From an optimization exercise on the open Yosys and OpenROAD flow, aimed at a short achievable clock period and few clock cycles per item; shortcuts taken in it are not production practice. RTL that was checked went through simulation tests only; none was proved equivalent to the original. Function not checked in runs 1 and 2: the RTL went through the layout flow alone. No run shown here takes its clock network from TritonCTS; it comes from the design's own scripts or RTL. The clock port is modelled as an ideal driver, which makes a skipped or thinned clock tree look cheaper than it is; a real chip needs a root buffer or a tree. No activity file was given, so power comes from the tool's default toggle rates.

==> flow/design.v <==
module conv_requant_packer #(
  parameter int DATA_WIDTH = 8,
  parameter int ACC_WIDTH  = 32,
  parameter int BUS_WIDTH  = 128,
  parameter int ADDR_WIDTH = 18
) (
  input  logic                  clk,
  input  logic                  rst,
  input  logic                  start,
  input  logic [ADDR_WIDTH-1:0] cfg_base_addr,
  input  logic [15:0]           cfg_scale,
  input  logic [4:0]            cfg_shift,
  input  logic [1:0]            cfg_act_mode,
  input  logic [DATA_WIDTH-1:0] cfg_clip_max,
  output logic                  busy,
  output logic                  done,
  input  logic                  in_valid,
  output logic                  in_ready,
  input  logic [ACC_WIDTH-1:0]  in_acc,
  input  logic [ACC_WIDTH-1:0]  in_bias,
  input  logic                  in_last,
  output logic                  out_valid,
  input  logic                  out_ready,
  output logic [ADDR_WIDTH-1:0] out_addr,
  output logic [BUS_WIDTH-1:0]  out_data,
  output logic                  out_last,
  output logic [15:0]           sat_count
);
  localparam int PW = 48;                        
  localparam int NB = 9;                         
  function automatic logic [2*PW-1:0] csa(input logic [PW-1:0] a, input logic [PW-1:0] b,
                                          input logic [PW-1:0] c);
    logic [PW-1:0] s, cy;
    s   = a ^ b ^ c;
    cy  = ((a & b) | (a & c) | (b & c)) << 1;
    csa = {cy, s};
  endfunction
  function automatic logic [PW:0] ksadd(input logic [PW-1:0] a, input logic [PW-1:0] b,
                                        input logic cin);
    logic [PW-1:0] g, p, gg, pp, gn, pn;
    logic [PW:0]   sum;
    g  = a & b;
    p  = a ^ b;
    gg = g;
    pp = p;
    gg[0] = g[0] | (p[0] & cin);
    for (int d = 1; d < PW; d = d * 2) begin
      gn = gg;
      pn = pp;
      for (int i = d; i < PW; i++) begin
        gn[i] = gg[i] | (pp[i] & gg[i-d]);
        pn[i] = pp[i] & pp[i-d];
      end
      gg = gn;
      pp = pn;
    end
    sum[0] = p[0] ^ cin;
    for (int i = 1; i < PW; i++) sum[i] = p[i] ^ gg[i-1];
    sum[PW] = gg[PW-1];
    ksadd = sum;
  endfunction
  function automatic logic [11:0] window(input logic [PW-1:0] p, input logic [31:0] sh_oh,
                                         input logic [PW-1:0] fmask);
    logic [PW:0] p2;
    logic [9:0]  w;
    logic        fit;
    p2 = {p, 1'b0};
    for (int j = 0; j < 10; j++) w[j] = |(sh_oh & p2[j +: 32]);
    fit = &(~(p ^ {PW{p[PW-1]}}) | ~fmask);
    window = {p[PW-1], fit, w};
  endfunction
  logic busy_q, done_q, run_q, in_ready_q, first_q;
  logic [5:0] cnt_q;                    
  logic start_ok, accept, pop, out_free;
  logic [5:0] cnt_d;
  logic run_d;
  logic out_valid_q, out_last_q;
  logic idle_q, inrn_q, ovn_q;
  assign start_ok = start & idle_q;
  assign accept   = in_valid & ~inrn_q;
  assign pop      = ~ovn_q & out_ready;
  assign out_free = ovn_q | out_ready;
  assign busy     = busy_q;
  assign done     = done_q;
  assign in_ready = in_ready_q;
  logic room00, room10, room01, room11, room;
  always_comb begin
    case ({accept, pop})
      2'b10:   cnt_d = cnt_q + 6'd1;
      2'b01:   cnt_d = cnt_q - 6'd16;
      2'b11:   cnt_d = cnt_q - 6'd15;
      default: cnt_d = cnt_q;
    endcase
    if (start_ok) cnt_d = '0;
    room00 = (cnt_q <= 6'd31);
    room10 = (cnt_q <= 6'd30);
    room01 = (cnt_q >= 6'd16) && (cnt_q <= 6'd47);
    room11 = (cnt_q >= 6'd15) && (cnt_q <= 6'd46);
    case ({accept, pop})
      2'b10:   room = room10;
      2'b01:   room = room01;
      2'b11:   room = room11;
      default: room = room00;
    endcase
    run_d = start_ok | (run_q & ~(accept & in_last));
  end
  logic in_ready_d, hlast_q;
  assign in_ready_d = start_ok | (run_q & ~(accept & in_last) & room);
  always_ff @(posedge clk) begin
    if (rst) begin
      busy_q     <= 1'b0;
      idle_q     <= 1'b1;
      done_q     <= 1'b0;
      run_q      <= 1'b0;
      in_ready_q <= 1'b0;
      inrn_q     <= 1'b1;
      first_q    <= 1'b0;
      cnt_q      <= '0;
    end else begin
      busy_q     <= start_ok | (~idle_q & ~done_q);
      idle_q     <= ~start_ok & (idle_q | done_q);
      done_q     <= pop & hlast_q;
      run_q      <= run_d;
      in_ready_q <= in_ready_d;
      inrn_q     <= ~in_ready_d;
      first_q    <= start_ok;
      cnt_q      <= cnt_d;
    end
  end
  logic [15:0] scale_q;
  logic [4:0]  shift_q;
  logic [1:0]  mode_q;
  logic signed [7:0] clip_q;
  always_ff @(posedge clk) begin
    if (idle_q) begin
      scale_q <= cfg_scale;
      shift_q <= cfg_shift;
      mode_q  <= cfg_act_mode;
      clip_q  <= cfg_clip_max;
    end
  end
  logic [NB-1:0] bneg_q, bone_q, btwo_q;
  logic [PW-1:0] fmask_q;                
  logic [31:0]   shoh_q;                 
  logic signed [9:0] hi_q, him1_q, lo_q, lom1_q;
  logic [7:0]    hib_q, lob_q;
  logic [PW-1:0] pmax_q, pmin_q;         
  logic [11:0]   wmax_q, wmin_q;         
  always_ff @(posedge clk) begin
    logic [17:0] y;
    logic signed [7:0] lo8, hi8;
    y = {2'b00, scale_q};
    for (int i = 0; i < NB; i++) begin
      logic ym1, y0, y1;
      ym1 = (i == 0) ? 1'b0 : y[2*i-1];
      y0  = y[2*i];
      y1  = y[2*i+1];
      bneg_q[i] <= y1 & ~(y0 & ym1);
      bone_q[i] <= y0 ^ ym1;
      btwo_q[i] <= (y1 & ~y0 & ~ym1) | (~y1 & y0 & ym1);
    end
    for (int k = 0; k < PW; k++) fmask_q[k] <= (k >= int'(shift_q) + 8);
    for (int k = 0; k < 32; k++) shoh_q[k] <= (k == int'(shift_q));
    case (mode_q)
      2'd1: begin lo8 = 8'sd0; hi8 = 8'sd127; end
      2'd2: begin
        if (clip_q < 0) begin lo8 = clip_q; hi8 = clip_q; end
        else begin lo8 = 8'sd0; hi8 = clip_q; end
      end
      default: begin lo8 = -8'sd128; hi8 = 8'sd127; end
    endcase
    hi_q   <= 10'(hi8);
    him1_q <= 10'(hi8) - 10'sd1;
    lo_q   <= 10'(lo8);
    lom1_q <= 10'(lo8) - 10'sd1;
    hib_q  <= hi8;
    lob_q  <= lo8;
    pmax_q <= {1'b0, scale_q, 31'd0} - {32'd0, scale_q};
    pmin_q <= '0 - {1'b0, scale_q, 31'd0};
    wmax_q <= window(pmax_q, shoh_q, fmask_q);
    wmin_q <= window(pmin_q, shoh_q, fmask_q);
  end
  logic        v0, l0;
  logic [31:0] a0, b0;
  always_ff @(posedge clk) begin
    a0 <= in_acc;
    b0 <= in_bias;
    l0 <= in_last;
  end
  logic        v1, l1, ovf1, neg1;
  logic signed [31:0] x1;
  always_ff @(posedge clk) begin
    logic [PW:0] s;
    s    = ksadd({{16{a0[31]}}, a0}, {{16{b0[31]}}, b0}, 1'b0);
    x1   <= s[31:0];
    ovf1 <= s[32] ^ s[31];
    neg1 <= s[32];
    l1   <= l0;
  end
  logic        v2, l2, ovf2, neg2;
  logic [PW-1:0] r2_0, r2_1, r2_2, r2_3;
  always_ff @(posedge clk) begin
    logic [PW-1:0] m, t0, t1, t2, t3, t4, t5;
    logic [PW-1:0] row [NB];
    for (int i = 0; i < NB; i++) begin
      m = '0;
      if (bone_q[i]) m = PW'(x1);
      if (btwo_q[i]) m = PW'(x1) << 1;
      if (bneg_q[i]) m = ~m;
      row[i] = m << (2 * i);
      if (i > 0) row[i][2*i-2] = bneg_q[i-1];
    end
    {t1, t0} = csa(row[0], row[1], row[2]);
    {t3, t2} = csa(row[3], row[4], row[5]);
    {t5, t4} = csa(row[6], row[7], row[8]);
    {r2_1, r2_0} <= csa(t0, t1, t2);
    {r2_3, r2_2} <= csa(t3, t4, t5);
    ovf2 <= ovf1;
    neg2 <= neg1;
    l2   <= l1;
  end
  logic        v3, l3, ovf3, neg3;
  logic [PW-1:0] r3_0, r3_1;
  always_ff @(posedge clk) begin
    logic [PW-1:0] t0, t1;
    {t1, t0} = csa(r2_0, r2_1, r2_2);
    {r3_1, r3_0} <= csa(t0, t1, r2_3);
    ovf3 <= ovf2;
    neg3 <= neg2;
    l3   <= l2;
  end
  logic        v4, l4, ovf4, neg4;
  logic [24:0] plo4;
  logic [23:0] phi4_c0, phi4_c1;
  always_ff @(posedge clk) begin
    logic [PW:0] lo, h0, h1;
    lo = ksadd(PW'(r3_0[23:0]), PW'(r3_1[23:0]), 1'b0);
    h0 = ksadd(PW'(r3_0[47:24]), PW'(r3_1[47:24]), 1'b0);
    h1 = ksadd(PW'(r3_0[47:24]), PW'(r3_1[47:24]), 1'b1);
    plo4    <= lo[24:0];
    phi4_c0 <= h0[23:0];
    phi4_c1 <= h1[23:0];
    ovf4 <= ovf3;
    neg4 <= neg3;
    l4   <= l3;
  end
  logic        v5, l5;
  logic [11:0] w5;
  always_ff @(posedge clk) begin
    logic [11:0] wc0, wc1;
    wc0 = window({phi4_c0, plo4[23:0]}, shoh_q, fmask_q);
    wc1 = window({phi4_c1, plo4[23:0]}, shoh_q, fmask_q);
    if (ovf4)          w5 <= neg4 ? wmin_q : wmax_q;
    else if (plo4[24]) w5 <= wc1;
    else               w5 <= wc0;
    l5 <= l4;
  end
  logic        v6, l6, sat6;
  logic [7:0]  q6;
  always_ff @(posedge clk) begin
    logic signed [9:0] h;
    logic b, fit, sgn, ge_hi, le_lo, sat_p, sat_n;
    logic [7:0] inc;
    h   = {w5[9], w5[9:1]};
    b   = w5[0];
    fit = w5[10];
    sgn = w5[11];
    inc = h[7:0] + {7'd0, b};
    ge_hi = b ? (h >= him1_q) : (h >= hi_q);
    le_lo = b ? (h <= lom1_q) : (h <= lo_q);
    sat_p = b ? (h >= 10'sd127) : (h >= 10'sd128);
    sat_n = b ? (h <= -10'sd130) : (h <= -10'sd129);
    if (!fit)       q6 <= sgn ? lob_q : hib_q;
    else if (ge_hi) q6 <= hib_q;
    else if (le_lo) q6 <= lob_q;
    else            q6 <= inc;
    sat6 <= ~fit | sat_p | sat_n;
    l6   <= l5;
  end
  always_ff @(posedge clk) begin
    if (rst) begin
      v0 <= 1'b0; v1 <= 1'b0; v2 <= 1'b0; v3 <= 1'b0;
      v4 <= 1'b0; v5 <= 1'b0; v6 <= 1'b0;
    end else begin
      v0 <= accept; v1 <= v0; v2 <= v1; v3 <= v2;
      v4 <= v3; v5 <= v4; v6 <= v5;
    end
  end
  logic [3:0]            idx_q;
  logic [BUS_WIDTH-1:0]  pack_q, out_data_q;
  logic                  pack_full_q, pack_last_q;
  logic [ADDR_WIDTH-1:0] naddr_q, out_addr_q;
  logic                  complete, load_out;
  logic [BUS_WIDTH-1:0]  word;
  assign complete = v6 & ((idx_q == 4'd15) | l6);
  assign load_out = out_free & (pack_full_q | complete);
  always_comb begin
    word = pack_q;
    word[idx_q*8 +: 8] = q6;
  end
  always_ff @(posedge clk) begin
    if (rst) begin
      idx_q       <= '0;
      pack_q      <= '0;
      pack_full_q <= 1'b0;
      pack_last_q <= 1'b0;
    end else if (pack_full_q) begin
      if (out_free) begin
        pack_q      <= '0;
        pack_full_q <= 1'b0;
      end
    end else if (v6) begin
      if (complete) begin
        idx_q <= '0;
        if (out_free) begin
          pack_q <= '0;
        end else begin
          pack_q      <= word;
          pack_full_q <= 1'b1;
          pack_last_q <= l6;
        end
      end else begin
        idx_q  <= idx_q + 4'd1;
        pack_q <= word;
      end
    end
  end
  always_ff @(posedge clk) begin
    if (idle_q)         naddr_q <= cfg_base_addr;
    else if (load_out)  naddr_q <= naddr_q + ADDR_WIDTH'(1);
  end
  logic                  out_valid_d, out_last_d;
  logic [BUS_WIDTH-1:0]  out_data_d, hdata_q;
  logic [ADDR_WIDTH-1:0] haddr_q;
  assign out_valid_d = pack_full_q | complete;
  assign out_last_d  = pack_full_q ? pack_last_q : l6;
  assign out_data_d  = pack_full_q ? pack_q : word;
  always_ff @(posedge clk) begin
    if (out_free) begin
      hdata_q <= out_data_d;
      haddr_q <= naddr_q;
      hlast_q <= out_last_d;
    end
  end
  always_ff @(posedge clk) begin
    if (rst) begin
      out_valid_q <= 1'b0;
      ovn_q       <= 1'b1;
      out_last_q  <= 1'b0;
      out_data_q  <= '0;
      out_addr_q  <= '0;
    end else if (out_free) begin
      out_valid_q <= out_valid_d;
      ovn_q       <= ~out_valid_d;
      out_last_q  <= out_last_d;
      out_data_q  <= out_data_d;
      out_addr_q  <= naddr_q;
    end else begin
      out_last_q  <= hlast_q;
      out_data_q  <= hdata_q;
      out_addr_q  <= haddr_q;
    end
  end
  assign out_valid = out_valid_q;
  assign out_data  = out_data_q;
  assign out_addr  = out_addr_q;
  assign out_last  = out_last_q;
  logic [15:0] sat_cnt_q, satn_q, sat_d, c;
  always_comb begin
    c = ~satn_q;
    sat_d = c;
    if (first_q)                           sat_d = '0;
    else if (v6 && sat6 && c != 16'hFFFF)  sat_d = c + 16'd1;
  end
  always_ff @(posedge clk) begin
    if (rst) begin
      sat_cnt_q <= '0;
      satn_q    <= '1;
    end else begin
      sat_cnt_q <= sat_d;
      satn_q    <= ~sat_d;
    end
  end
  assign sat_count = sat_cnt_q;
endmodule
==> flow/flow/run.sh <==
#!/bin/bash
# Own flow: the standard layout (standard synthesis unchanged), with the
# clock tree step replaced by the shallow tree of flow/manual_cts.tcl.
set -euo pipefail
export PRE_CTS_TCL="$(pwd)/flow/manual_cts.tcl"
bash standard.sh > standard_flow.log 2>&1
==> flow/flow/manual_cts.tcl <==
# Hook sourced by ORFS's cts.tcl before clock tree synthesis (PRE_CTS_TCL).
# It replaces the clock_tree_synthesis command with a shallow, balanced tree:
# the clock port feeds four clkbuf_16 roots placed next to the port, each root
# feeds the leaf clkbuf_16 buffers of one quadrant, and each leaf drives an
# equal-count cluster of flip-flop clock pins (clusters cut by x, then by y),
# and each root drives the same number of leaves.
# Every register sees the same two buffer levels.

proc manual_clock_tree { args } {
  set nx 8
  set ny 6
  set db [ord::get_db]
  set block [ord::get_db_block]
  set clknet [$block findNet clk]
  set bufm [$db findMaster sky130_fd_sc_hd__clkbuf_16]

  set all {}
  foreach it [$clknet getITerms] {
    set b [[$it getInst] getBBox]
    lappend all [list $it [expr {([$b xMin] + [$b xMax]) / 2}] [expr {([$b yMin] + [$b yMax]) / 2}]]
  }
  set N [llength $all]
  puts "manual_clock_tree: $N sinks, $nx x $ny leaf clusters"

  set xs {}; set ys {}
  foreach e $all { lappend xs [lindex $e 1]; lappend ys [lindex $e 2] }
  set xmid [expr {([tcl::mathfunc::min {*}$xs] + [tcl::mathfunc::max {*}$xs]) / 2}]
  set ymid [expr {([tcl::mathfunc::min {*}$ys] + [tcl::mathfunc::max {*}$ys]) / 2}]

  # clock port location
  set px 0; set py 0
  foreach bt [$block getBTerms] {
    if {[$bt getName] eq "clk"} {
      set pb [$bt getBBox]
      set px [expr {([$pb xMin] + [$pb xMax]) / 2}]
      set py [expr {([$pb yMin] + [$pb yMax]) / 2}]
    }
  }

  # four roots
  set roots {}
  foreach q {0 1 2 3} {
    set rn [odb::dbNet_create $block clknet_root_$q]
    $rn setSigType CLOCK
    set r [odb::dbInst_create $block $bufm clkbuf_root_$q]
    [$r findITerm A] connect $clknet
    [$r findITerm X] connect $rn
    lappend roots [list $r $rn]
    set qsx($q) 0; set qsy($q) 0; set qn($q) 0
  }

  # equal-count clusters
  set all [lsort -integer -index 1 $all]
  set i 0
  for {set c 0} {$c < $nx} {incr c} {
    set col [lrange $all [expr {$c * $N / $nx}] [expr {($c + 1) * $N / $nx - 1}]]
    set col [lsort -integer -index 2 $col]
    set M [llength $col]
    for {set r 0} {$r < $ny} {incr r} {
      set grp [lrange $col [expr {$r * $M / $ny}] [expr {($r + 1) * $M / $ny - 1}]]
      set n [llength $grp]
      if {$n == 0} continue
      set sx 0; set sy 0
      foreach e $grp { set sx [expr {$sx + [lindex $e 1]}]; set sy [expr {$sy + [lindex $e 2]}] }
      set cx [expr {$sx / $n}]; set cy [expr {$sy / $n}]
      set q [expr {(2 * $c >= $nx ? 1 : 0) + (2 * $r >= $ny ? 2 : 0)}]
      set inst [odb::dbInst_create $block $bufm clkbuf_leaf_$i]
      $inst setLocation $cx $cy
      $inst setPlacementStatus PLACED
      set net [odb::dbNet_create $block clknet_leaf_$i]
      $net setSigType CLOCK
      [$inst findITerm A] connect [lindex [lindex $roots $q] 1]
      [$inst findITerm X] connect $net
      foreach e $grp { set it [lindex $e 0]; $it disconnect; $it connect $net }
      set qsx($q) [expr {$qsx($q) + $cx}]; set qsy($q) [expr {$qsy($q) + $cy}]; incr qn($q)
      incr i
    }
  }

  # each root sits next to the clock port, on the way to its leaves' centre
  foreach q {0 1 2 3} {
    set r [lindex [lindex $roots $q] 0]
    if {$qn($q) == 0} { set dx 0; set dy 0 } else {
      set dx [expr {double($qsx($q)) / $qn($q) - $px}]
      set dy [expr {double($qsy($q)) / $qn($q) - $py}]
    }
    set d [expr {sqrt($dx * $dx + $dy * $dy)}]
    set f [expr {$d > 0 ? min(1.0, 30000.0 / $d) : 0.0}]
    $r setLocation [expr {int($px + $f * $dx)}] [expr {int($py + $f * $dy)}]
    $r setPlacementStatus PLACED
    puts "manual_clock_tree: root $q drives $qn($q) leaves"
  }
  puts "manual_clock_tree: $i leaves"
  set_propagated_clock [all_clocks]
  detailed_placement
}

rename clock_tree_synthesis orfs_clock_tree_synthesis
proc clock_tree_synthesis { args } { manual_clock_tree {*}$args }
==> flow/standard.sh <==
#!/bin/bash
# synth_recipe.tcl (not shown) runs the flow's synth.tcl, then flattens the netlist and writes it again
# the make line also repeats each setting of config.mk as NAME=value (left out here)
make -C /OpenROAD-flow-scripts/flow DESIGN_CONFIG=/design/flow/config.mk WORK_HOME=/design/flow/orfs CLKGATE_MAP_FILE= SYNTH_SCRIPT=/design/flow/synth_recipe.tcl "${@:-finish}"
==> flow/config.mk <==
export PLATFORM = sky130hd
export DESIGN_NAME = conv_requant_packer
export DESIGN_NICKNAME = conv_requant_packer
export VERILOG_FILES = /design/flow/design.v
export SDC_FILE = /design/flow/constraint.sdc
export NUM_CORES = 4
export LEC_CHECK = 0
export ABC_CLOCK_PERIOD_IN_PS = 1000
export CAP_MARGIN = 20
export CORE_MARGIN = 2
export CORE_UTILIZATION = 45
export SETUP_SLACK_MARGIN = 5
export SLEW_MARGIN = 20
export TNS_END_PERCENT = 20
==> flow/constraint.sdc <==
create_clock -name core_clock -period 7.5 [get_ports {clk}]
set_input_delay 1.5000 -clock core_clock [delete_from_list [all_inputs] [get_ports {clk}]]
set_output_delay 1.5000 -clock core_clock [all_outputs]
set_load 0.01 [all_outputs]
==> results of run 1 <==
[what timing repair did]
item / 4_1_cts / 5_1_grt
pin swaps: 31 / 44
cloned: 12 / 18
gates resized for setup: 627 / 191
hold buffers: 0 / 0
buffers inserted: 37 / 48
setup endpoints to repair: 820 / 611
[report_power, final]
group          internal (uW)  switching [uW]
clock network           1240            1970
logic                   3800            5080
registers               7850            1960
[per-stage QoR]
stage	power [uW]	cells	worst slack, ns	util	instance area (sq um)
floorplan	15000	6043	4.709	-	58180
global placement	18050	7572	3.469	0.4834	61800
detailed placement	18210	7572	3.417	0.4834	61800
CTS	21540	7673	4.904	0.5032	64330
global route	23310	7740	4.778	0.5149	65830
finish	21890	7740	4.881	0.5149	65830
[cells in the final DEF (no fill, tap or decap), types with 32 or more instances in the layout]
master / count
nand4_1: 79
o21ai_1: 107
dfxtp_4: 33
a22oi_1: 503
a22o_1: 70
ha_1: 170
and2_1: 57
a221oi_1: 78
nand2_1: 618
dlygate4sd2_1: 63
o21ai_2: 46
clkbuf_16: 69
dfxtp_1: 1016
dfxtp_2: 96
buf_12: 32
a21oi_1: 139
inv_1: 254
mux2i_1: 134
o22ai_1: 34
xnor2_1: 243
xor2_1: 254
buf_2: 42
o21ai_0: 237
nor2b_1: 129
nor2_1: 284
fa_1: 243
a21o_1: 44
clkdlybuf4s50_1: 116
buf_4: 119
nand3_1: 93
edfxtp_1: 49
nor3_1: 48
clkdlybuf4s15_1: 35
[area by class of cell]
| type | instances | area [sq um] |
|---|---|---|
| Antenna cell | 1 | 2.502 |
| Buffer | 52 | 1301 |
| Fill cell | 11630 | 62020 |
| Inverter | 266 | 1006 |
| Multi-Input combinational cell | 4090 | 31790 |
| Sequential cell | 1194 | 24640 |
| Tap cell | 1662 | 2079 |
| Timing Repair Buffer | 475 | 5010 |
[per-layer routing]
layer	part of all wire	vias up	global-route usage
met4	0.038	4	0.08323
li1	-	20920	-
met5	0.00014	-	0
met2	0.47	2213	0.4430
met3	0.078	491	0.03912
met1	0.42	22470	0.3585
[worst max-delay path: stages (launching register included)]
cell,delay [ns]
dfxtp_1,0.84
o22ai_1,0.29
nor4b_1,0.33
o21ai_0,0.13
nor4_1,0.50
a311oi_1,0.19
a21oi_1,0.26
[synth_stat cells (25+ instances only)]
master,number,area (sq um)
and2_1,57,356.6
mux2i_1,151,1511
a21o_1,44,330.3
ha_1,180,2252
and2b_1,25,187.7
nand2b_1,31,193.9
nor2b_1,136,850.8
o21ai_2,26,227.7
inv_1,260,975.9
a22oi_1,507,3806
o21ai_1,124,620.6
nor3_1,53,265.3
dfxtp_1,1145,22920
nor2_1,299,1122
o21ai_0,246,1231
fa_1,245,4905
o22ai_1,34,212.7
a221oi_1,79,691.9
nand3_1,95,475.5
xnor2_1,246,2155
buf_1,57,214.0
edfxtp_1,49,1471
a222oi_1,29,290.3
xor2_1,255,2233
nand2_1,623,2338
a22o_1,70,613.1
clkbuf_1,418,1569
nand4_1,79,494.2
a21oi_1,145,725.7
[cell families (layout without fill, tap and decap cells)]
logic type,after synthesis,count (layout),synth area share
compound gates,1469,1470,0.1746
xor+xnor,501,501,0.07559
fa+ha+maj,425,425,0.1233
buf+inv,763,793,0.05016
flops,1194,1194,0.4202
mux,156,156,0.02701
other cells,0,1,0
simple gates,1535,1538,0.1291
[how the worst min path moves through the flow]
stage	start	endpoint	slack, ns	cells past startpoint
floorplan	l0$_DFF_P_	l1$_DFF_P_	0.31	0
global placement	r3_0[0]$_DFF_P_	plo4[0]$_DFF_P_	0.31	0
detailed placement	l3$_DFF_P_	l4$_DFF_P_	0.31	0
CTS	l4$_DFF_P_	l5$_DFF_P_	0.28	0
global route	l4$_DFF_P_	l5$_DFF_P_	0.29	0
finish	l4$_DFF_P_	l5$_DFF_P_	0.29	0
[flip-flops by register name, indices dropped and copies added, names as in the netlist, 18 cells and up]
signal and count:
r2_3 36, pmax_q 47, phi4_c1 24, hdata_q 128
out_addr_q 18, r2_2 40, r3_1 43, r2_0 43
plo4 25, r3_0 48, out_data_q 128, shoh_q 32
x1 32, r2_1 41, pack_q 128, phi4_c0 24
b0 32, a0 32, haddr_q 18, naddr_q 18
fmask_q 47
==> impl_metrics.sql, run 1 <==
INSERT INTO impl_metrics (metric_group, metric, value, unit) VALUES
('setup_path', 'r2r_setup_slack', '4.88', 'ns'),
('grt', 'grt_pass1_vias', '44980', ''),
('sta', 'report.final.slew_viol_count', '0', ''),
('floorplanning', 'dieWidth', '363.2', 'um'),
('sta', 'setup_viol_count_final', '0', ''),
('sta', 'final.period_utilization', '0.3492', ''),
('setup_path', 'worstSetupPathType', 'flop to flop', ''),
('logic_synthesis', 'dominantRegCellSynth', 'dfxtp_1', ''),
('routing', 'drt_first_pass_iters', '8', ''),
('grt', 'globalRoute.totalOverflow', '0', ''),
('setup_path', 'critical_path.reg2reg.endpoint', 'w5[10]$_DFF_P_', ''),
('routing', 'drc', '0', ''),
('floorplanning', 'placement_rows', '131', ''),
('floorplanning', 'chipHeight', '363.2', 'um'),
('place', 'gp_congestion', '0.9408', ''),
('logic_synthesis', 'syn_avg_cell_area', '9.606', 'sq um'),
('final_layout', 'syn_to_final_growth', '13.40', '%'),
('setup_path', 'r2r_start', 'plo4[7]$_DFF_P_', ''),
('logic_synthesis', 'synth.distinct_cells', '100', ''),
('place', 'detailedPlacementHpwl', '120100', 'um'),
('sta', 'report.final.hold_viol_count', '0', ''),
('setup_path', 'crit_arrival', '3.05', 'ns'),
('setup_path', 'cp.required', '7.93', 'ns'),
('cts', 'clk_transition_reported_paths', '0.10', 'ns'),
('sta', 'achievable-frequency', '381.8', 'MHz'),
('logic_synthesis', 'synth_area', '58050', 'sq um'),
('setup_path', 'critPathLaunch', 'plo4[7]$_DFF_P_', ''),
('power_and_ir_drop', 'cellPowerDensity', '332.5', 'nW/um^2'),
('setup_path', 'critical_path.startpoint_type', 'flop', ''),
('outcome', 'status', 'no timing/DRC/antenna violations', ''),
('sta', 'worst_clock_skew', '0.08426', 'ns'),
('grt', 'gr-usage-all-layers', '0.2669', ''),
('cts', 'worstSkewPairLatency', '0.53', 'ns'),
('power_and_ir_drop', 'max-vdd-ir-drop', '0.3216', 'mV'),
('floorplanning', 'floorplan.initialDensity', '0.4540', ''),
('hold_path', 'holdCritPathClass', 'flop to flop', ''),
('sta', 'least_margin_pin_slew', '1.255', 'ns'),
('routing', 'via_per_inst', '5.957', ''),
('floorplanning', 'ios', '286', ''),
('logic_synthesis', 'postSynthRegisterBits', '1194', ''),
('power_and_ir_drop', 'total_leakage_power', '0.02599', 'uW'),
('sta', 'period_needed', '2.619', 'ns'),
('sta', 'finalSetupTns', '0', 'ns'),
('grt', 'initial_antenna_violation_count', '4', ''),
('setup_path', 'end_kind', 'flop', ''),
('logic_synthesis', 'postSynthCellCount', '6043', ''),
('logic_synthesis', 'mappedNetlistNets', '6587', ''),
('routing', 'via_count', '46110', ''),
('setup_path', 'r2r.worst_path.cells', '6', ''),
('logic_synthesis', 'synth-warning-count', '2', ''),
('logic_synthesis', 'synth.yosys.seq_area_share', '0.4202', ''),
('grt', 'grt_first_pass_wirelength', '276900', 'um'),
('logic_synthesis', 'synth_enable_flop_cells', '49', ''),
('logic_synthesis', 'synthArstFlopShare', '0', ''),
('run', 'max_cap_viol_count', '0', ''),
('routing', 'antenna_violating_nets_post_route', '0', ''),
('floorplanning', 'core_area', '127800', 'sq um'),
('routing', 'routed_wl', '188200', 'um'),
('place', 'numPortBuffers', '285', ''),
('final_layout', 'final_layout_size_suffix_gt1_frac', '0.1114', ''),
('sta', 'rsz0062_at_grt', 'true', ''),
('setup_path', 'end_point_of_the_critical_path', 'w5[10]$_DFF_P_', ''),
('setup_path', 'timing.critical_path.fanout_max', '11', ''),
('grt', 'grt_start_max_net_pins', '132', ''),
('routing', 'dr.first_iter.drc_count', '5346', ''),
('final_layout', 'fin_nets', '6623', ''),
('sta', 'worst_hold_slack', '0.2886', 'ns'),
('floorplanning', 'die_area', '131900', 'sq um'),
('routing', 'detail_route.wl_per_cell', '24.32', 'um'),
('sta', 'maxSlewHeadroom', '0.1623', '');
==> run 2: changes to the inputs <==
--- a/flow/design.v
+++ b/flow/design.v
@@ -189,21 +189,28 @@
   end
-  logic        v1, l1, ovf1, neg1;
-  logic signed [31:0] x1;
+  logic        v1, l1, as1, bs1;
+  logic [16:0] lo1;
+  logic [15:0] hi1_c0, hi1_c1;
   always_ff @(posedge clk) begin
-    logic [PW:0] s;
-    s    = ksadd({{16{a0[31]}}, a0}, {{16{b0[31]}}, b0}, 1'b0);
-    x1   <= s[31:0];
-    ovf1 <= s[32] ^ s[31];
-    neg1 <= s[32];
-    l1   <= l0;
+    logic [PW:0] lo, h0, h1;
+    lo = ksadd(PW'(a0[15:0]), PW'(b0[15:0]), 1'b0);
+    h0 = ksadd(PW'(a0[31:16]), PW'(b0[31:16]), 1'b0);
+    h1 = ksadd(PW'(a0[31:16]), PW'(b0[31:16]), 1'b1);
+    lo1    <= lo[16:0];
+    hi1_c0 <= h0[15:0];
+    hi1_c1 <= h1[15:0];
+    as1    <= a0[31];
+    bs1    <= b0[31];
+    l1     <= l0;
   end
   logic        v2, l2, ovf2, neg2;
-  logic [PW-1:0] r2_0, r2_1, r2_2, r2_3;
+  logic [PW-1:0] r2_0, r2_1, r2_2, r2_3, r2_4, r2_5;
   always_ff @(posedge clk) begin
-    logic [PW-1:0] m, t0, t1, t2, t3, t4, t5;
+    logic signed [31:0] x;
+    logic [PW-1:0] m;
     logic [PW-1:0] row [NB];
+    x = {lo1[16] ? hi1_c1 : hi1_c0, lo1[15:0]};
     for (int i = 0; i < NB; i++) begin
       m = '0;
-      if (bone_q[i]) m = PW'(x1);
-      if (btwo_q[i]) m = PW'(x1) << 1;
+      if (bone_q[i]) m = PW'(x);
+      if (btwo_q[i]) m = PW'(x) << 1;
       if (bneg_q[i]) m = ~m;
@@ -212,9 +219,7 @@
     end
-    {t1, t0} = csa(row[0], row[1], row[2]);
-    {t3, t2} = csa(row[3], row[4], row[5]);
-    {t5, t4} = csa(row[6], row[7], row[8]);
-    {r2_1, r2_0} <= csa(t0, t1, t2);
-    {r2_3, r2_2} <= csa(t3, t4, t5);
-    ovf2 <= ovf1;
-    neg2 <= neg1;
+    {r2_1, r2_0} <= csa(row[0], row[1], row[2]);
+    {r2_3, r2_2} <= csa(row[3], row[4], row[5]);
+    {r2_5, r2_4} <= csa(row[6], row[7], row[8]);
+    ovf2 <= (as1 == bs1) & (x[31] != as1);
+    neg2 <= as1;
     l2   <= l1;
@@ -224,5 +229,7 @@
   always_ff @(posedge clk) begin
-    logic [PW-1:0] t0, t1;
+    logic [PW-1:0] t0, t1, t2, t3, u0, u1;
     {t1, t0} = csa(r2_0, r2_1, r2_2);
-    {r3_1, r3_0} <= csa(t0, t1, r2_3);
+    {t3, t2} = csa(r2_3, r2_4, r2_5);
+    {u1, u0} = csa(t0, t1, t2);
+    {r3_1, r3_0} <= csa(u0, u1, t3);
     ovf3 <= ovf2;
@@ -233,2 +240,3 @@
   logic [24:0] plo4;
+  logic        c24n4;                    
   logic [23:0] phi4_c0, phi4_c1;
@@ -240,2 +248,3 @@
     plo4    <= lo[24:0];
+    c24n4   <= ~lo[24];
     phi4_c0 <= h0[23:0];
@@ -252,5 +261,8 @@
     wc1 = window({phi4_c1, plo4[23:0]}, shoh_q, fmask_q);
-    if (ovf4)          w5 <= neg4 ? wmin_q : wmax_q;
-    else if (plo4[24]) w5 <= wc1;
-    else               w5 <= wc0;
+    if (ovf4) begin
+      w5 <= neg4 ? wmin_q : wmax_q;
+    end else begin
+      w5[5:0]  <= plo4[24] ? wc1[5:0] : wc0[5:0];
+      w5[11:6] <= c24n4 ? wc0[11:6] : wc1[11:6];
+    end
     l5 <= l4;
@@ -288,3 +300,3 @@
   end
-  logic [3:0]            idx_q;
+  logic [15:0]           lane_q;                
   logic [BUS_WIDTH-1:0]  pack_q, out_data_q;
@@ -294,7 +306,6 @@
   logic [BUS_WIDTH-1:0]  word;
-  assign complete = v6 & ((idx_q == 4'd15) | l6);
+  assign complete = v6 & (lane_q[15] | l6);
   assign load_out = out_free & (pack_full_q | complete);
   always_comb begin
-    word = pack_q;
-    word[idx_q*8 +: 8] = q6;
+    for (int k = 0; k < 16; k++) word[k*8 +: 8] = lane_q[k] ? q6 : pack_q[k*8 +: 8];
   end
@@ -302,3 +313,3 @@
     if (rst) begin
-      idx_q       <= '0;
+      lane_q      <= 16'd1;
       pack_q      <= '0;
@@ -313,3 +324,3 @@
       if (complete) begin
-        idx_q <= '0;
+        lane_q <= 16'd1;
         if (out_free) begin
@@ -322,3 +333,3 @@
       end else begin
-        idx_q  <= idx_q + 4'd1;
+        lane_q <= {lane_q[14:0], 1'b0};
         pack_q <= word;
==> impl_metrics.sql, run 2 <==
INSERT INTO impl_metrics (metric_group, metric, value, unit) VALUES
('outcome', 'status', 'no timing/DRC/antenna violations', ''),
('setup_path', 'crit_path_max_incr_delay', '0.40', 'ns'),
('setup_path', 'critical_path.startpoint_type', 'flop', ''),
('run', 'max_cap_viol_count', '0', ''),
('floorplanning', 'ios', '286', ''),
('logic_synthesis', 'synth_top_cell_by_area', 'dfxtp_1', ''),
('floorplanning', 'placement_rows', '133', ''),
('logic_synthesis', 'dominantRegCellSynth', 'dfxtp_1', ''),
('floorplanning', 'chipHeight', '366.5', 'um'),
('logic_synthesis', 'syn_avg_cell_area', '9.837', 'sq um'),
('logic_synthesis', 'synth_xor_area_frac', '0.07746', ''),
('place', 'placement.setup.worst_slack', '3.269', 'ns'),
('logic_synthesis', 'netlist_top_cells_area', 'dfxtp_1, fa_1, a22oi_1', ''),
('final_layout', 'fin_nets', '6509', ''),
('sta', 'final.period_utilization', '0.3539', ''),
('place', 'detailedPlacementHpwl', '121100', 'um'),
('setup_path', 'cp.required', '6.00', 'ns'),
('setup_path', 'worstPathBufferInverterCount', '1', ''),
('routing', 'drc', '0', ''),
('grt', 'grt_start_max_net_pins', '141', ''),
('place', 'gp_congestion', '0.9370', ''),
('setup_path', 'r2r.worst_path.cells', '6', ''),
('sta', 'least_margin_pin_slew', '1.230', 'ns'),
('logic_synthesis', 'postSynthCellCount', '6012', ''),
('grt', 'grt_first_pass_wirelength', '279000', 'um'),
('power_and_ir_drop', 'total_leakage_power', '0.02576', 'uW'),
('logic_synthesis', 'post_synth_most_frequent_cells', 'dfxtp_1, a22oi_1, nand2_1', ''),
('routing', 'via_count', '45740', ''),
('routing', 'via_per_inst', '5.927', ''),
('setup_path', 'critical_path.reg2reg.endpoint', 'w5[10]$_DFF_P_', ''),
('logic_synthesis', 'postSynthRegisterBits', '1282', ''),
('final_layout', 'finalCoreUtilization', '0.5003', ''),
('logic_synthesis', 'multiplexer_share_of_the_synthesized_area', '0.02990', ''),
('setup_path', 'end_kind', 'output port', ''),
('final_layout', 'antenna_diodes', '0', ''),
('final_layout', 'fin_cells', '7717', ''),
('floorplanning', 'core_area', '131000', 'sq um'),
('floorplanning', 'dieWidth', '366.5', 'um'),
('cts', 'number_of_buffers_inserted_for_hold_repair_after_clock_tree_synthesis', '0', ''),
('sta', 'maxSlewHeadroom', '0.1787', ''),
('routing', 'drt_first_pass_iters', '14', ''),
('floorplanning', 'die_area', '134300', 'sq um'),
('sta', 'finalSetupTns', '0', 'ns'),
('power_and_ir_drop', 'max-vdd-ir-drop', '0.3483', 'mV'),
('logic_synthesis', 'synth-warning-count', '2', ''),
('sta', 'report.final.slew_viol_count', '0', ''),
('sta', 'period_needed', '2.654', 'ns'),
('routing', 'dr.first_iter.drc_count', '4722', ''),
('place', 'numPortBuffers', '285', ''),
('logic_synthesis', 'yosys.area_share.simple', '0.1122', ''),
('sta', 'rsz0062_at_grt', 'true', ''),
('setup_path', 'path_delay_family', 'flip-flops', ''),
('logic_synthesis', 'synthDominantCellAreaShare', '0.4174', ''),
('cts', 'worstSkewPairLatency', '0.53', 'ns'),
('hold_path', 'holdPathEnd', 'l5$_DFF_P_', ''),
('grt', 'globalRoute.totalOverflow', '0', ''),
('routing', 'antenna_violating_nets_post_route', '0', ''),
('setup_path', 'r2r_setup_slack', '4.96', 'ns'),
('logic_synthesis', 'synth_most_common_cell', 'dfxtp_1', ''),
('final_layout', 'biggestRegsByFlops', 'hdata_q x128, out_data_q x128, pack_q x128', ''),
('final_layout', 'syn_to_final_growth', '10.80', '%'),
('final_layout', 'final_layout_size_suffix_gt1_frac', '0.07699', ''),
('routing', 'routed_wl', '185600', 'um'),
('grt', 'grt_pass1_vias', '44820', ''),
('sta', 'worst_clock_skew', '0.07382', 'ns'),
('sta', 'worst_slack', '4.846', 'ns'),
('routing', 'detail_route.wl_per_cell', '24.05', 'um'),
('setup_path', 'crit_arrival', '1.15', 'ns'),
('logic_synthesis', 'synth.distinct_cells', '79', ''),
('setup_path', 'worstPathCellList', 'clkdlybuf4s15_2', ''),
('floorplanning', 'floorplan.initialDensity', '0.4516', ''),
('hold_path', 'worst_hold_startpoint', 'l4$_DFF_P_', ''),
('hold_path', 'worst_hold_path.num_cells', '0', ''),
('final_layout', 'filler_cell_count', '12070', ''),
('setup_path', 'timing.critical_path.fanout_max', '1', ''),
('hold_path', 'holdCritPathClass', 'flop to flop', ''),
('sta', 'report.final.hold_viol_count', '0', ''),
('logic_synthesis', 'synthArstFlopShare', '0', ''),
('power_and_ir_drop', 'cellPowerDensity', '363.9', 'nW/um^2'),
('logic_synthesis', 'synthesized_area_fraction_occupied_by_ao_oa_aoi_and_oai_cells', '0.1682', ''),
('sta', 'achievable-frequency', '376.8', 'MHz'),
('logic_synthesis', 'largest_family_of_logic_cells_by_synthesized_area', 'compound AO/OA/AOI/OAI gates', ''),
('grt', 'gr-usage-all-layers', '0.2628', ''),
('setup_path', 'r2r_start', 'plo4[12]$_DFF_P_', ''),
('final_layout', 'layout.cells.most_common', 'dfxtp_1', ''),
('cts', 'clk_transition_reported_paths', '0.10', 'ns'),
('sta', 'setup_viol_count_final', '0', ''),
('setup_path', 'worstSetupPathType', 'flop to output port', ''),
('logic_synthesis', 'synth_enable_flop_cells', '49', ''),
('grt', 'initial_antenna_violation_count', '0', ''),
('logic_synthesis', 'synth.yosys.seq_area_share', '0.4423', ''),
('final_layout', 'most_frequent_cells_in_the_layout', 'dfxtp_1, a22oi_1, nand2_1, xnor2_1, o21ai_0', ''),
('logic_synthesis', 'mappedNetlistNets', '6557', ''),
('logic_synthesis', 'synth_area', '59140', 'sq um'),
('logic_synthesis', 'post_synth_fa_ha_maj_area_fraction', '0.1215', ''),
('place', 'dp_cells', '7603', ''),
('setup_path', 'critical_path.slowest_cell', 'dfxtp_2', ''),
('setup_path', 'critPathLaunch', 'out_data_q[35]$_SDFF_PP0_', '');
[run 2: metal layers]
layer	up-vias	wire length, um	part of all wire	track usage
met1	22220	77300	0.42	0.3478
met3	576	13860	0.075	0.03626
li1	20670	-	-	-
met2	2269	87230	0.47	0.4419
met4	0	7214	0.039	0.08610
met5	-	0	0	0
[run 2: worst max-delay path by stage]
| stage | endpoint | cells after the start | slack (ns) |
|---|---|---|---|
| after floorplan | pack_q[52]$_SDFFE_PP0P_ | 10 | 4.59 |
| after global placement | pack_q[82]$_SDFFE_PP0P_ | 8 | 3.31 |
| after detailed placement | pack_q[109]$_SDFFE_PP0P_ | 8 | 3.27 |
| after CTS | out_data[74] | 1 | 4.82 |
| after global routing | out_data[35] | 1 | 4.81 |
| final | out_data[35] | 1 | 4.85 |
[run 2: layout make-up]
class                           instances  area [sq um]  area share
Multi-Input combinational cell       3973         30850      0.4709
Sequential cell                      1282         26290      0.4012
Timing Repair Buffer                  414          3971     0.06061
Tap cell                             1755          2196     0.03351
Buffer                                 52          1301     0.01986
Inverter                              241         912.1     0.01392
[run 2: cell families (layout without fill, tap and decap cells)]
logic type / Yosys count / in the layout
xor gates and xnor gates: 523 / 523
DFF: 1282 / 1282
AOI/OAI and AO/OA: 1444 / 1445
muxes: 174 / 174
and+or+nand+nor: 1400 / 1405
adders and majority gates: 426 / 426
buffers and inverters: 763 / 707
[run 2: report_power, final]
part / switching (uW) / internal (uW) / total [uW] / leakage [uW]
registers: 1820 / 8500 / 10300 / 0.0107
logic: 5790 / 4420 / 10200 / 0.0144
clock network: 2080 / 1240 / 3320 / 0.000641
[run 2: metrics by stage]
| stage | area [sq um] | power [uW] | hold slack, ns |
|---|---|---|---|
| 6_report | 65520 | 23850 | 0.2918 |
| 5_1_grt | 65520 | 25610 | 0.3069 |
| 4_1_cts | 64720 | 23630 | 0.2913 |
| 3_5_place_dp | 62900 | 20290 | 0.3121 |
| 3_3_place_gp | 62900 | 20090 | 0.3105 |
| 2_1_floorplan | 59290 | 16650 | 0.3096 |
[run 2: timing repair]
item                                    in CTS  in global routing
endpoints found under the setup margin     834                695
buffers inserted                            22                 29
endpoints found under the hold margin        0                  0
gates cloned                                 5                  6
gates resized for setup                    300                265
pin swaps                                   13                 34
==> run 3: changes to the inputs <==
--- a/flow/design.v
+++ b/flow/design.v
@@ -240,3 +240,2 @@
   logic [24:0] plo4;
-  logic        c24n4;                    
   logic [23:0] phi4_c0, phi4_c1;
@@ -248,3 +247,2 @@
     plo4    <= lo[24:0];
-    c24n4   <= ~lo[24];
     phi4_c0 <= h0[23:0];
@@ -261,8 +259,5 @@
     wc1 = window({phi4_c1, plo4[23:0]}, shoh_q, fmask_q);
-    if (ovf4) begin
-      w5 <= neg4 ? wmin_q : wmax_q;
-    end else begin
-      w5[5:0]  <= plo4[24] ? wc1[5:0] : wc0[5:0];
-      w5[11:6] <= c24n4 ? wc0[11:6] : wc1[11:6];
-    end
+    if (ovf4)          w5 <= neg4 ? wmin_q : wmax_q;
+    else if (plo4[24]) w5 <= wc1;
+    else               w5 <= wc0;
     l5 <= l4;
==> impl_metrics.sql, run 3 <==
INSERT INTO impl_metrics (metric_group, metric, value, unit) VALUES
('setup_path', 'timing.critical_path.fanout_max', '1', ''),
('setup_path', 'critical_path.slowest_cell', 'dfxtp_1', ''),
('power_and_ir_drop', 'total_leakage_power', '0.02571', 'uW'),
('final_layout', 'biggestRegsByFlops', 'hdata_q x128, out_data_q x128, pack_q x128', ''),
('hold_path', 'worst_hold_path.num_cells', '0', ''),
('sta', 'rsz0062_at_grt', 'true', ''),
('logic_synthesis', 'post_synth_fa_ha_maj_area_fraction', '0.1214', ''),
('grt', 'grt_first_pass_wirelength', '283800', 'um'),
('sta', 'least_margin_pin_slew', '1.196', 'ns'),
('grt', 'grt_start_max_net_pins', '131', ''),
('logic_synthesis', 'synth_enable_flop_cells', '49', ''),
('cts', 'worstSkewPairLatency', '0.54', 'ns'),
('sta', 'report.final.hold_viol_count', '0', ''),
('outcome', 'status', 'no timing/DRC/antenna violations', ''),
('sta', 'worst_clock_skew', '0.08302', 'ns'),
('logic_synthesis', 'synth-warning-count', '2', ''),
('setup_path', 'worstSetupPathType', 'flop to output port', ''),
('final_layout', 'fin_nets', '6467', ''),
('routing', 'dr.first_iter.drc_count', '5578', ''),
('setup_path', 'r2r_setup_slack', '4.94', 'ns'),
('final_layout', 'finalCoreUtilization', '0.5042', ''),
('setup_path', 'end_kind', 'output port', ''),
('logic_synthesis', 'yosys.area_share.simple', '0.1103', ''),
('routing', 'antenna_violating_nets_post_route', '0', ''),
('grt', 'gr-usage-all-layers', '0.2684', ''),
('floorplanning', 'chipHeight', '366.1', 'um'),
('place', 'detailedPlacementHpwl', '122600', 'um'),
('logic_synthesis', 'postSynthRegisterBits', '1281', ''),
('sta', 'report.final.slew_viol_count', '0', ''),
('hold_path', 'worst_hold_startpoint', 'r3_0[0]$_DFF_P_', ''),
('logic_synthesis', 'mappedNetlistNets', '6504', ''),
('final_layout', 'layout.cells.most_common', 'dfxtp_1', ''),
('sta', 'maxSlewHeadroom', '0.2018', ''),
('final_layout', 'final_layout_size_suffix_gt1_frac', '0.08021', ''),
('grt', 'globalRoute.totalOverflow', '0', ''),
('floorplanning', 'floorplan.initialDensity', '0.4545', ''),
('routing', 'detail_route.wl_per_cell', '24.66', 'um'),
('setup_path', 'worstPathCellList', 'dlygate4sd2_1', ''),
('logic_synthesis', 'synth.distinct_cells', '86', ''),
('logic_synthesis', 'synth.yosys.seq_area_share', '0.4430', ''),
('logic_synthesis', 'synth_area', '59000', 'sq um'),
('hold_path', 'holdCritPathClass', 'flop to flop', ''),
('setup_path', 'critical_path.startpoint_type', 'flop', ''),
('floorplanning', 'dieWidth', '366.1', 'um'),
('sta', 'setup_viol_count_final', '0', ''),
('sta', 'achievable-frequency', '379.3', 'MHz'),
('setup_path', 'worstPathBufferInverterCount', '1', ''),
('logic_synthesis', 'synth_top_cell_by_area', 'dfxtp_1', ''),
('power_and_ir_drop', 'max-vdd-ir-drop', '0.3532', 'mV'),
('logic_synthesis', 'netlist_top_cells_area', 'dfxtp_1, fa_1, a22oi_1', ''),
('logic_synthesis', 'multiplexer_share_of_the_synthesized_area', '0.03069', ''),
('routing', 'drt_first_pass_iters', '11', ''),
('floorplanning', 'die_area', '134000', 'sq um'),
('logic_synthesis', 'postSynthCellCount', '5961', ''),
('floorplanning', 'ios', '286', ''),
('final_layout', 'most_frequent_cells_in_the_layout', 'dfxtp_1, a22oi_1, nand2_1, xnor2_1, o21ai_0', ''),
('logic_synthesis', 'largest_family_of_logic_cells_by_synthesized_area', 'compound AO/OA/AOI/OAI gates', ''),
('power_and_ir_drop', 'cellPowerDensity', '367.2', 'nW/um^2'),
('setup_path', 'r2r.worst_path.cells', '5', ''),
('logic_synthesis', 'synth_xor_area_frac', '0.07497', ''),
('setup_path', 'cp.required', '6.00', 'ns'),
('logic_synthesis', 'post_synth_most_frequent_cells', 'dfxtp_1, a22oi_1, nand2_1', ''),
('setup_path', 'r2r_start', 'btwo_q[6]$_DFF_P_', ''),
('hold_path', 'holdPathEnd', 'plo4[0]$_DFF_P_', ''),
('grt', 'grt_pass1_vias', '45540', ''),
('floorplanning', 'core_area', '129800', 'sq um'),
('place', 'gp_congestion', '0.9448', ''),
('routing', 'via_count', '45750', ''),
('logic_synthesis', 'synthDominantCellAreaShare', '0.4181', ''),
('logic_synthesis', 'dominantRegCellSynth', 'dfxtp_1', ''),
('sta', 'finalSetupTns', '0', 'ns');
==> run 3: changes by cell type after synthesis, moves of 9 or more <==
| cell | delta |
|---|---|
| buf_1 | -9 |
| clkbuf_1 | -13 |
| nand2_1 | -18 |
| nand4_1 | -10 |
| nor2_1 | -12 |
| nor4_1 | -10 |
| o21ai_0 | -14 |
| xnor2_1 | +18 |
| xor2_1 | -36 |
==> run 3: kinds of logic (layout without fill, tap and decap cells) <==
logic type / after synthesis / count (layout)
simple gates: 1363 / 1371
mux: 178 / 178
flops: 1281 / 1281
compound gates: 1457 / 1459
other cells: 0 / 1
fa+ha+maj: 424 / 424
buf+inv: 753 / 704
xor+xnor: 505 / 505
==> run 3: what timing repair did <==
item	in CTS	in global routing
pin swaps	15	31
setup buffers	25	29
hold endpoints to repair	0	0
endpoints found under the setup margin	827	632
gates cloned	9	4
hold buffers	0	0
resized for setup	274	216
==> run 3: worst max-delay path by stage <==
stage | start | endpoint | slack (ns) | cells past startpoint
2_1_floorplan | out_ready | pack_q[100]$_SDFFE_PP0P_ | 4.61 | 10
3_3_place_gp | out_ready | pack_q[64]$_SDFFE_PP0P_ | 3.27 | 8
3_5_place_dp | out_ready | pack_q[8]$_SDFFE_PP0P_ | 3.23 | 8
4_1_cts | out_data_q[12]$_SDFF_PP0_ | out_data[12] | 4.81 | 1
5_1_grt | shoh_q[21]$_DFF_P_ | w5[9]$_DFF_P_ | 4.80 | 8
6_report | out_data_q[125]$_SDFF_PP0_ | out_data[125] | 4.86 | 1
==> run 3: area by class of cell <==
| class | instances | area [sq um] |
|---|---|---|
| inverters | 239 | 899.6 |
| fillers | 12030 | 64360 |
| repair buffers | 413 | 3924 |
| multi-input cells | 3937 | 30910 |
| plain buffers | 52 | 1301 |
| well taps | 1742 | 2180 |
| diodes | 1 | 2.502 |
| flip-flops and latches | 1281 | 26240 |
==> run 3: metal layers <==
metal  track usage  routed length (um)  vias to the layer above
met5             0                   0                        -
met1        0.3485               77410                    22270
met2        0.4469               87490                     2320
met4       0.09726                8390                        0
li1              -                   -                    20540
met3       0.04771               15750                      623
==> run 3: where the power goes <==
group	total [uW]	internal (uW)	switching [uW]
Clock	3320	1240	2080
Sequential	10400	8500	1900
Combinational	10300	4490	5820
==> run 3: metrics by stage <==
stage	hold slack, ns	instances	setup slack, ns	cell area, sq um	power, uW
final	0.3356	7665	4.863	65450	24040
after global routing	0.3396	7665	4.802	65450	25700
after CTS	0.3375	7631	4.812	64710	23770
after detailed placement	0.3121	7545	3.230	62900	20430
after global placement	0.3108	7545	3.265	62880	20210
after floorplan	0.3096	5961	4.614	59350	16620
Testbench counts of run 3, summed over its fixed seeds: cycles 9,727, items 9,247.

re-timing with driven ports:
The flow's constraints put no driver on any port. The routed layouts listed below were extracted and timed again, unchanged, in two steps. Step 1, drivers: a clkbuf_16 drives clk and a buf_2 each remaining input, both assumed. Step 2 adds t to the input delays and takes it off the output delays; t is the mean of the earliest and latest rising clock arrival at the registers after step 1. Input paths then give back, and output paths get back, about the clock's delay inside the block. a / b / c = ideal / step 1 / step 2; a / b = the first two.
run | t (ns) | slack for setup (ns) | hold slack, ns | slew at the worst register clock pin (ns)
run 1 | 0.547 | 4.881 / 4.879 / 4.454 | 0.289 / 0.289 / 0.289 | 0.12 / 0.12
run 2 | 0.551 | 4.846 / 4.788 / 4.368 | 0.292 / 0.292 / 0.292 | 0.12 / 0.12
run 3 | 0.554 | 4.863 / 4.806 / 4.410 | 0.336 / 0.336 / 0.336 | 0.12 / 0.12
After both steps every run listed still meets setup and hold. For run 2, which loses most, drivers alone change the setup slack by -0.058 ns; drivers and shift together by -0.478 ns.
